This design comes from an exercise in tuning for small area, a short achievable clock period and few clock cycles per item on the open sky130 flow, not from production work. RTL that was checked went through simulation tests only; none was proved equivalent to the original.

// integer_to_radix_digits
module integer_to_radix_digits
#(
	parameter int MAX_ALPHABET = 16
) (
	input  logic                   clk,
	input  logic                   arst_n,
	input  logic                   cfg_we,
	input  logic [CFG_IDX_W-1:0]   cfg_index,
	input  logic [CFG_W-1:0]       cfg_data,
	input  logic                   in_valid,
	output logic                   in_ready,
	input  logic signed [DATA_W-1:0] value,
	output logic                   out_valid,
	input  logic                   out_ready,
	output logic [CHAR_W-1:0]      out_char,
	output logic                   last_char
);
	localparam int K  = 4;                  
	localparam int NS = (DATA_W + K - 1) / K;
	localparam int W  = NS * K;
	localparam int S  = 20;                 
	localparam int SW = 5;
	logic [RADIX_W-1:0] alen_q;
	logic               wlo_q;
	logic               whi_q;
	logic [CHAR_W-1:0]  ach_q [16];
	logic [15:0]        badf_q;
	function automatic logic bad_char(input logic [7:0] c);
		bad_char = c[7] || c[6:5] == 2'b00 || c == CHAR_PLUS || c == CHAR_MINUS;
	endfunction
	logic cfg_reg;
	assign cfg_reg = cfg_we && cfg_index != 2'd3;
	always_ff @(posedge clk or negedge arst_n) begin
		if (!arst_n) begin
			alen_q <= '0;
			wlo_q  <= 1'b0;
			whi_q  <= 1'b0;
		end else if (cfg_we) begin
			if (cfg_index == REG_LENGTH)
				alen_q <= cfg_data[RADIX_W-1:0];
			if (cfg_index == REG_LOW)
				wlo_q <= 1'b1;
			if (cfg_index == REG_HIGH)
				whi_q <= 1'b1;
		end
	end
	always_ff @(posedge clk) begin
		if (cfg_we && (cfg_index == REG_LOW || cfg_index == REG_HIGH)) begin
			for (int k = 0; k < 8; k++) begin
				if (cfg_index == REG_LOW) begin
					ach_q[k]  <= cfg_data[8*k +: CHAR_W];
					badf_q[k] <= bad_char(cfg_data[8*k +: 8]);
				end else begin
					ach_q[8+k]  <= cfg_data[8*k +: CHAR_W];
					badf_q[8+k] <= bad_char(cfg_data[8*k +: 8]);
				end
			end
		end
	end
	logic [4:0] nd;          
	logic       r2_q;
	logic       r4_q;
	logic       nd16_q;      
	logic [3:0] nd4_q;       
	logic [3:0] ndm1_q;      
	logic [3:0] h0_q;        
	logic [3:0] h1_q;        
	logic [3:0] m_q;         
	assign nd = (alen_q == 5'd2 || alen_q == 5'd4) ? 5'd16 : alen_q;
	always_ff @(posedge clk) begin
		r2_q   <= alen_q == 5'd2;
		r4_q   <= alen_q == 5'd4;
		nd16_q <= nd == 5'd16;
		nd4_q  <= nd[3:0];
		ndm1_q <= 4'(nd - 5'd1);
		h0_q   <= 4'((nd + 5'd1) >> 1);
		h1_q   <= 4'(nd >> 1);
		m_q    <= 4'(5'd16 - nd);
	end
  ...
For scale: about 2900 cells after synthesis, ~110 I/O pins, about 31000 um^2 of cells after synthesis.
make LEC_CHECK=0 CAP_MARGIN=20 CORE_MARGIN=2 CORE_UTILIZATION=40 SLEW_MARGIN=20 finish   # period 7.0 ns
run.sh (not shown) runs the stock make flow with config.mk's settings and CLKGATE_MAP_FILE= SYNTH_SCRIPT=/design/flow/synth_recipe.tcl, a recipe that flattens the netlist after the stock synthesis.
The first run finished clean.
Testbench counts at the start, summed over its fixed seeds: cycles 9,366, values 960.
Then changed:
--- a/flow/design.v
+++ b/flow/design.v
@@ -13,42 +13,42 @@
 	localparam logic [7:0] CHAR_FIRST = 8'd32;
 endpackage
 `timescale 1ns / 1ps
 import itrd_pkg::*;
 module itrd_div
 #(
 	parameter int K = 4
 ) (
 	input  logic [3:0]   rem_i,    
 	input  logic [K-1:0] d_i,      
-	input  logic [3:0]   h0,
-	input  logic [3:0]   h1,
+	input  logic         nd16,     
+	input  logic [3:0]   nd4,      
 	input  logic [3:0]   m,
 	output logic [K-1:0] q_o,      
 	output logic [3:0]   rem_o     
 );
 	function automatic logic ge4(input logic [3:0] a, input logic [3:0] b);
 		ge4 = (a[3] & ~b[3]) | (~(a[3] ^ b[3]) & ((a[2] & ~b[2]) | (~(a[2] ^ b[2]) &
 		      ((a[1] & ~b[1]) | (~(a[1] ^ b[1]) & (a[0] | ~b[0]))))));
 	endfunction
 	always_comb begin
 		logic [3:0] r;
 		logic [3:0] t;
 		logic [3:0] s;
 		logic       q;
 		logic       c0;
 		logic       c1;
 		logic       c2;
 		r = rem_i;
 		for (int b = K - 1; b >= 0; b--) begin
-			q  = d_i[b] ? ge4(r, h1) : ge4(r, h0);
 			t  = {r[2:0], d_i[b]};
+			q  = r[3] | (~nd16 & ge4(t, nd4));
 			s[0] = t[0] ^ m[0];
 			c0   = t[0] & m[0];
 			s[1] = t[1] ^ m[1] ^ c0;
 			c1   = (t[1] & m[1]) | (c0 & (t[1] | m[1]));
 			s[2] = t[2] ^ m[2] ^ c1;
 			c2   = (t[2] & m[2]) | (c1 & (t[2] | m[2]));
 			s[3] = t[3] ^ m[3] ^ c2;
 			q_o[b] = q;
 			r = q ? s : t;
 		end
@@ -234,22 +234,22 @@
 	function automatic logic ge4(input logic [3:0] a, input logic [3:0] b);
 		ge4 = (a[3] & ~b[3]) | (~(a[3] ^ b[3]) & ((a[2] & ~b[2]) | (~(a[2] ^ b[2]) &
 		      ((a[1] & ~b[1]) | (~(a[1] ^ b[1]) & (a[0] | ~b[0]))))));
 	endfunction
 	logic [NS-1:0] dgen;             
 	for (genvar c = 0; c < NS; c++) begin : g_st
 		assign dch[c] = sf_q[c] ? uext[c*K +: K] : x_q[c];
 		itrd_div #(.K(K)) u_div (
 			.rem_i (srem_q[c]),
 			.d_i   (dch[c]),
-			.h0    (h0_q),
-			.h1    (h1_q),
+			.nd16  (nd16_q),
+			.nd4   (nd4_q),
 			.m     (m_q),
 			.q_o   (qch[c]),
 			.rem_o (rout[c])
 		);
 		assign dgen[c] = !nd16_q && ge4(dch[c], nd4_q);
 		assign qnz[c]  = (|srem_q[c]) || dgen[c];
 	end
 	assign cin_m1  = ef_q ? eneg_q : carry_q;
 	assign cout_m1 = ev_q && cin_m1 && er_q == ndm1_q;
 	always_comb begin
What happened: Final area decreases by about 4%; die area decreases by 5.1%; first-iteration DRC count increases by about 27%; global-route usage increases by 0.89 points; register-to-register slack got worse by 0.11 ns; via count decreases by about 0.8%; fmax decreases by about 1.6%; worst setup slack got worse by 0.11 ns; cell count decreases by 4.9%.
Only the layout flow was run in the second run of this note; the RTL was not checked for function there.

## port drivers added, routing unchanged
The results above use ideal ports. As a check the final layouts listed here were re-extracted and re-timed, cells and wires unchanged.
Step 1 sets driving cells, clkbuf_16 on the clock port and buf_2 on the other inputs (assumed; they add their load-dependent delay and slew).
Step 2 adds t to the input delays and takes it off the output delays; t is the mean of the earliest and latest rising clock arrival at the registers after step 1. Input paths then give back, and output paths get back, about the clock's delay inside the block.
Slacks: no drivers / after step 1 / after step 2; pairs: no drivers / after step 1.
| run | t, ns | setup WS [ns] | worst setup path after step 2 | latest minus earliest clock arrival (ns) | worst slew at a driven data input, ns |
|---|---|---|---|---|---|
| the first run | 0.683 | 0.359 / 0.359 / 0.359 | register to register | 0.035 / 0.036 | 0.05 |
| the second run | 0.679 | 0.248 / 0.248 / 0.248 | register to register | 0.040 / 0.040 | 0.04 |
After both steps every run listed still meets setup and hold.
